From an optimization exercise on the open Yosys and OpenROAD flow, aimed at small area, a short achievable clock period and few clock cycles per item; shortcuts taken in it are not production practice. The RTL was checked by simulation tests, not by an equivalence proof against the original design. Power figures rest on the tool's default switching activity, not on a simulated workload.

==> inputs of build 26 <==
==> flow/design.v <==
`default_nettype none
package strs_pkg;
	localparam int ValueW  = 32;
	localparam int TimeW   = 32;
	localparam int CfgIdxW = 2;
	localparam int CfgW    = 32;
	typedef enum logic {
		CMD_SAMPLE = 1'b0,
		CMD_TICK   = 1'b1
	} cmd_t;
	localparam logic [CfgIdxW-1:0] CFG_REPORT_MIN = 2'd0;
	localparam logic [CfgIdxW-1:0] CFG_REPORT_MAX = 2'd1;
	localparam logic [CfgIdxW-1:0] CFG_ON_CHANGE  = 2'd2;
	localparam int CodeMinBit = 0;
	localparam int CodeMaxBit = 1;
	typedef struct packed {
		logic                     command;
		logic signed [ValueW-1:0] sample_value;
		logic                     sample_valid;
	} item_t;
	typedef struct packed {
		logic                     value_changed;
		logic [1:0]               min_max_code;
		logic                     report_due;
		logic signed [ValueW-1:0] current_value;
		logic                     current_valid;
		logic signed [ValueW-1:0] min_value;
		logic signed [ValueW-1:0] max_value;
		logic                     min_max_valid;
	} result_t;
endpackage
`default_nettype wire
`default_nettype none
module sample_tracker_report_scheduler (
	input  wire logic                              clk,
	input  wire logic                              arst_n,
	input  wire logic                              cfg_write,
	input  wire logic [strs_pkg::CfgIdxW-1:0]      cfg_index,
	input  wire logic [strs_pkg::CfgW-1:0]         cfg_data,
	input  wire logic                              item_valid,
	output logic                                   item_ready,
	input  wire logic [33:0]                       item,
	output logic                                   result_valid,
	input  wire logic                              result_ready,
	output logic [101:0]                           result
);
	logic [strs_pkg::TimeW-1:0] report_min_q;
	logic [strs_pkg::TimeW-1:0] report_max_q;
	logic                       on_change_q;
	logic [strs_pkg::TimeW-1:0]          elapsed_q;   
	logic signed [strs_pkg::ValueW-1:0]  value_q;
	logic                                valid_q;
	logic                                pending_q;
	logic signed [strs_pkg::ValueW-1:0]  min_q;
	logic signed [strs_pkg::ValueW-1:0]  max_q;
	logic                                ext_valid_q;
	logic res_valid_q;
	logic changed_q;
	logic new_min_q;
	logic new_max_q;
	logic due_q;
	logic                               is_tick;
	logic signed [strs_pkg::ValueW-1:0] in_value;
	logic                               in_ok;
	logic                               accept;
	logic                               take_sample;
	logic                               take_tick;
	logic                               same;
	logic                               new_min;
	logic                               new_max;
	logic                               gt_min;
	logic                               gt_max;
	logic                               wrap;
	logic                               due;
	function automatic logic ult32(input logic [31:0] a, input logic [31:0] b);
		logic [31:0] l;
		logic [31:0] g;
		l = ~a & b;
		g = a & ~b;
		for (int w = 16; w >= 1; w = w / 2) begin
			for (int j = 0; j < w; j++) begin
				l[j] = l[2*j+1] | (~g[2*j+1] & l[2*j]);
				g[j] = g[2*j+1] | (~l[2*j+1] & g[2*j]);
			end
		end
		ult32 = l[0];
	endfunction
	function automatic logic slt32(input logic [31:0] a, input logic [31:0] b);
		slt32 = ult32({~a[31], a[30:0]}, {~b[31], b[30:0]});
	endfunction
	function automatic logic [31:0] inc32(input logic [31:0] a);
		logic [31:0] r;
		for (int i = 0; i < 32; i++) begin
			r[i] = a[i] ^ (&(a | ~((32'd1 << i) - 32'd1)));
		end
		inc32 = r;
	endfunction
	assign is_tick  = item[33];
	assign in_value = item[32:1];
	assign in_ok    = item[0];
	assign item_ready   = !res_valid_q || result_ready;
	assign accept       = item_valid && item_ready;
	assign take_sample  = accept && !is_tick;
	assign take_tick    = accept && is_tick;
	assign result_valid = res_valid_q;
	assign result = {changed_q, new_max_q, new_min_q, due_q,
	                 value_q, valid_q, min_q, max_q, ext_valid_q};
	assign same    = in_ok && valid_q && (in_value == value_q);
	assign new_max = in_ok && (!ext_valid_q || slt32(max_q, in_value));
	assign new_min = in_ok && (!ext_valid_q || slt32(in_value, min_q));
	assign wrap   = &elapsed_q;
	assign gt_min = !wrap && !ult32(elapsed_q, report_min_q);
	assign gt_max = !wrap && !ult32(elapsed_q, report_max_q);
	assign due    = (report_min_q != '0) &&
		(on_change_q ? ((pending_q && gt_min) || gt_max) : gt_min);
	always_ff @(posedge clk or negedge arst_n) begin
		if (!arst_n) begin
			report_min_q <= '0;
			report_max_q <= '0;
			on_change_q  <= 1'b0;
		end else if (cfg_write) begin
			unique case (cfg_index)
				strs_pkg::CFG_REPORT_MIN: report_min_q <= cfg_data;
				strs_pkg::CFG_REPORT_MAX: report_max_q <= cfg_data;
				strs_pkg::CFG_ON_CHANGE:  on_change_q  <= cfg_data[0];
				default: ;    
			endcase
		end
	end
	always_ff @(posedge clk or negedge arst_n) begin
		if (!arst_n) begin
			res_valid_q <= 1'b0;
		end else if (accept) begin
			res_valid_q <= 1'b1;
		end else if (result_ready) begin
			res_valid_q <= 1'b0;
		end
	end
	always_ff @(posedge clk or negedge arst_n) begin
		if (!arst_n) begin
			changed_q <= 1'b0;
			new_min_q <= 1'b0;
			new_max_q <= 1'b0;
			due_q     <= 1'b0;
		end else if (accept) begin
			changed_q <= !is_tick && !same;
			new_min_q <= !is_tick && new_min;
			new_max_q <= !is_tick && new_max;
			due_q     <= is_tick && due;
		end
	end
	always_ff @(posedge clk or negedge arst_n) begin
		if (!arst_n) begin
			value_q     <= '0;
			valid_q     <= 1'b0;
			min_q       <= '0;
			max_q       <= '0;
			ext_valid_q <= 1'b0;
		end else if (take_sample) begin
			value_q <= in_ok ? in_value : '0;
			valid_q <= in_ok;
			if (new_min) begin
				min_q <= in_value;
			end
			if (new_max) begin
				max_q <= in_value;
			end
			if (in_ok) begin
				ext_valid_q <= 1'b1;
			end
		end
	end
	always_ff @(posedge clk or negedge arst_n) begin
		if (!arst_n) begin
			elapsed_q <= '0;
			pending_q <= 1'b0;
		end else if (take_sample) begin
			if (!same) begin
				pending_q <= 1'b1;
			end
		end else if (take_tick) begin
			if (due) begin
				elapsed_q <= '0;
				pending_q <= 1'b0;
			end else begin
				elapsed_q <= inc32(elapsed_q);
			end
		end
	end
endmodule
`default_nettype wire
==> flow/flow/run.sh <==
#!/bin/bash
# The standard layout (standard.sh: the standard flow's synthesis and ORFS flow, unchanged),
# except that the buffer global placement puts on every input and output port
# is the smallest plain buffer (buf_1) rather than the one buffer_ports picks
# by default; repair may still resize it.
set -euo pipefail
bash standard.sh "BUFFER_PORTS_ARGS=-buffer_cell sky130_fd_sc_hd__buf_1"  finish > standard_flow.log 2>&1
==> flow/standard.sh <==
#!/bin/bash
# synth_recipe.tcl (not shown) runs the flow's synth.tcl, then flattens the netlist and writes it again
# the make line also repeats each setting of config.mk as NAME=value (left out here)
make -C /OpenROAD-flow-scripts/flow DESIGN_CONFIG=/design/flow/config.mk WORK_HOME=/design/flow/orfs CLKGATE_MAP_FILE= SYNTH_SCRIPT=/design/flow/synth_recipe.tcl "${@:-finish}"
==> flow/config.mk <==
export PLATFORM = sky130hd
export DESIGN_NAME = sample_tracker_report_scheduler
export DESIGN_NICKNAME = sample_tracker_report_scheduler
export VERILOG_FILES = /design/flow/design.v
export SDC_FILE = /design/flow/constraint.sdc
export NUM_CORES = 4
export LEC_CHECK = 0
export ABC_AREA = 1
export CAP_MARGIN = 20
export CORE_MARGIN = 2
export CORE_UTILIZATION = 60
export CTS_BUF_LIST = sky130_fd_sc_hd__clkbuf_8
export CTS_CLUSTER_DIAMETER = 150
export CTS_CLUSTER_SIZE = 15
export SETUP_SLACK_MARGIN = 4.0
export SLEW_MARGIN = 20
==> flow/constraint.sdc <==
create_clock -name core_clock -period 6.5 [get_ports {clk}]
set_input_delay 1.3000 -clock core_clock [delete_from_list [all_inputs] [get_ports {clk}]]
set_output_delay 1.3000 -clock core_clock [all_outputs]
set_load 0.01 [all_outputs]
==> build 71: changes against build 26 <==
--- a/flow/flow/run.sh
+++ b/flow/flow/run.sh
@@ -4,4 +4,4 @@
 # is the smallest plain buffer (buf_1) rather than the one buffer_ports picks
 # by default; repair may still resize it.
 set -euo pipefail
-bash standard.sh "BUFFER_PORTS_ARGS=-buffer_cell sky130_fd_sc_hd__buf_1"  finish > standard_flow.log 2>&1
+bash standard.sh "BUFFER_PORTS_ARGS=-buffer_cell sky130_fd_sc_hd__buf_1" RECOVER_POWER=100 finish > standard_flow.log 2>&1
- CTS_BUF_LIST: sky130_fd_sc_hd__clkbuf_8 -> sky130_fd_sc_hd__clkbuf_4
- CTS_CLUSTER_DIAMETER: 150 -> not set
- CTS_CLUSTER_SIZE: 15 -> not set
- SETUP_SLACK_MARGIN: 4.0 -> 3.5
==> comparison table <==
item                                                                                  build 71                build 26
Internal power                                                                         2870 uW                 2820 uW
RD Place Congestion                                                                      0.908                   0.863
Layout cells sized above 1                                                               6.01%                   12.3%
Combinational power                                                                    2030 uW                 2610 uW
Standard cell with the maximum stage delay on the critical path      sky130_fd_sc_hd__clkbuf_1  sky130_fd_sc_hd__buf_6
Final Critical Period                                                                  4.48 ns                 2.91 ns
Final instance area                                                                 12900 um^2              13700 um^2
Setup repair after global routing missed its margin                                         no                     yes
Total of max-cap violations                                                                  4                       0
Filler Cells Inserted                                                                     1709                    1501
Global-route wire length before repair                                                 50.6 mm                 49.5 mm
Final period util                                                                        68.9%                   44.8%
Grt met1 use                                                                             39.0%                   37.8%
WHS Endpoint                                                                         changed_q        report_max_q[26]
Placed cell area                                                                    12300 um^2              12300 um^2
Starting DRC count in detailed routing                                                     840                     926
Mean number of vias per cell                                                              5.29                    5.50
Global routing usage on met2                                                             52.4%                   52.8%
Fraction of area in clock buffers and inverters                                          4.92%                   1.79%
Outcome                                                               finished with violations  no timing/DRC/antenna violations
Layout check failures                                            capacitance limit, slew limit                       -
Clock network power share                                                                21.0%                   12.5%
Net Sw Power                                                                           2260 uW                 2480 uW
Post-Route WL                                                                          31.7 mm                 33.7 mm
Max-slew violation count                                                                   271                       0
Leak Pwr                                                                            0.00699 uW              0.00722 uW
Testbench counts of build 26, summed over its fixed seeds: cycles 16,016, items 16,000.
Testbench counts of build 71, summed over its fixed seeds: cycles 16,016, items 16,000.

re-timing with driven ports:
No port has a modelled driver above. Below, the same layouts with a new extraction and two added sets of constraints. Step 1: set_driving_cell puts a clkbuf_16 on clk and a buf_2 on each other input, an assumption about the parent block. Step 2 adds t to the input delays and takes it off the output delays; t is the mean of the earliest and latest rising clock arrival at the registers after step 1. Input paths then give back, and output paths get back, about the clock's delay inside the block. Slacks: no drivers / after step 1 / after step 2; pairs: no drivers / after step 1.
run | t, ns | setup slack, ns | worst setup path after step 2 | clock arrival spread, ns
build 26 | 0.552 | 3.587 / 3.542 / 3.385 | input to register | 0.037 / 0.037
build 71 | 0.705 | 2.021 / 2.047 / 1.342 | input to register | 0.029 / 0.030
The setup slack of build 71, which loses most, moves by +0.026 ns with the drivers and by -0.679 ns with both steps.
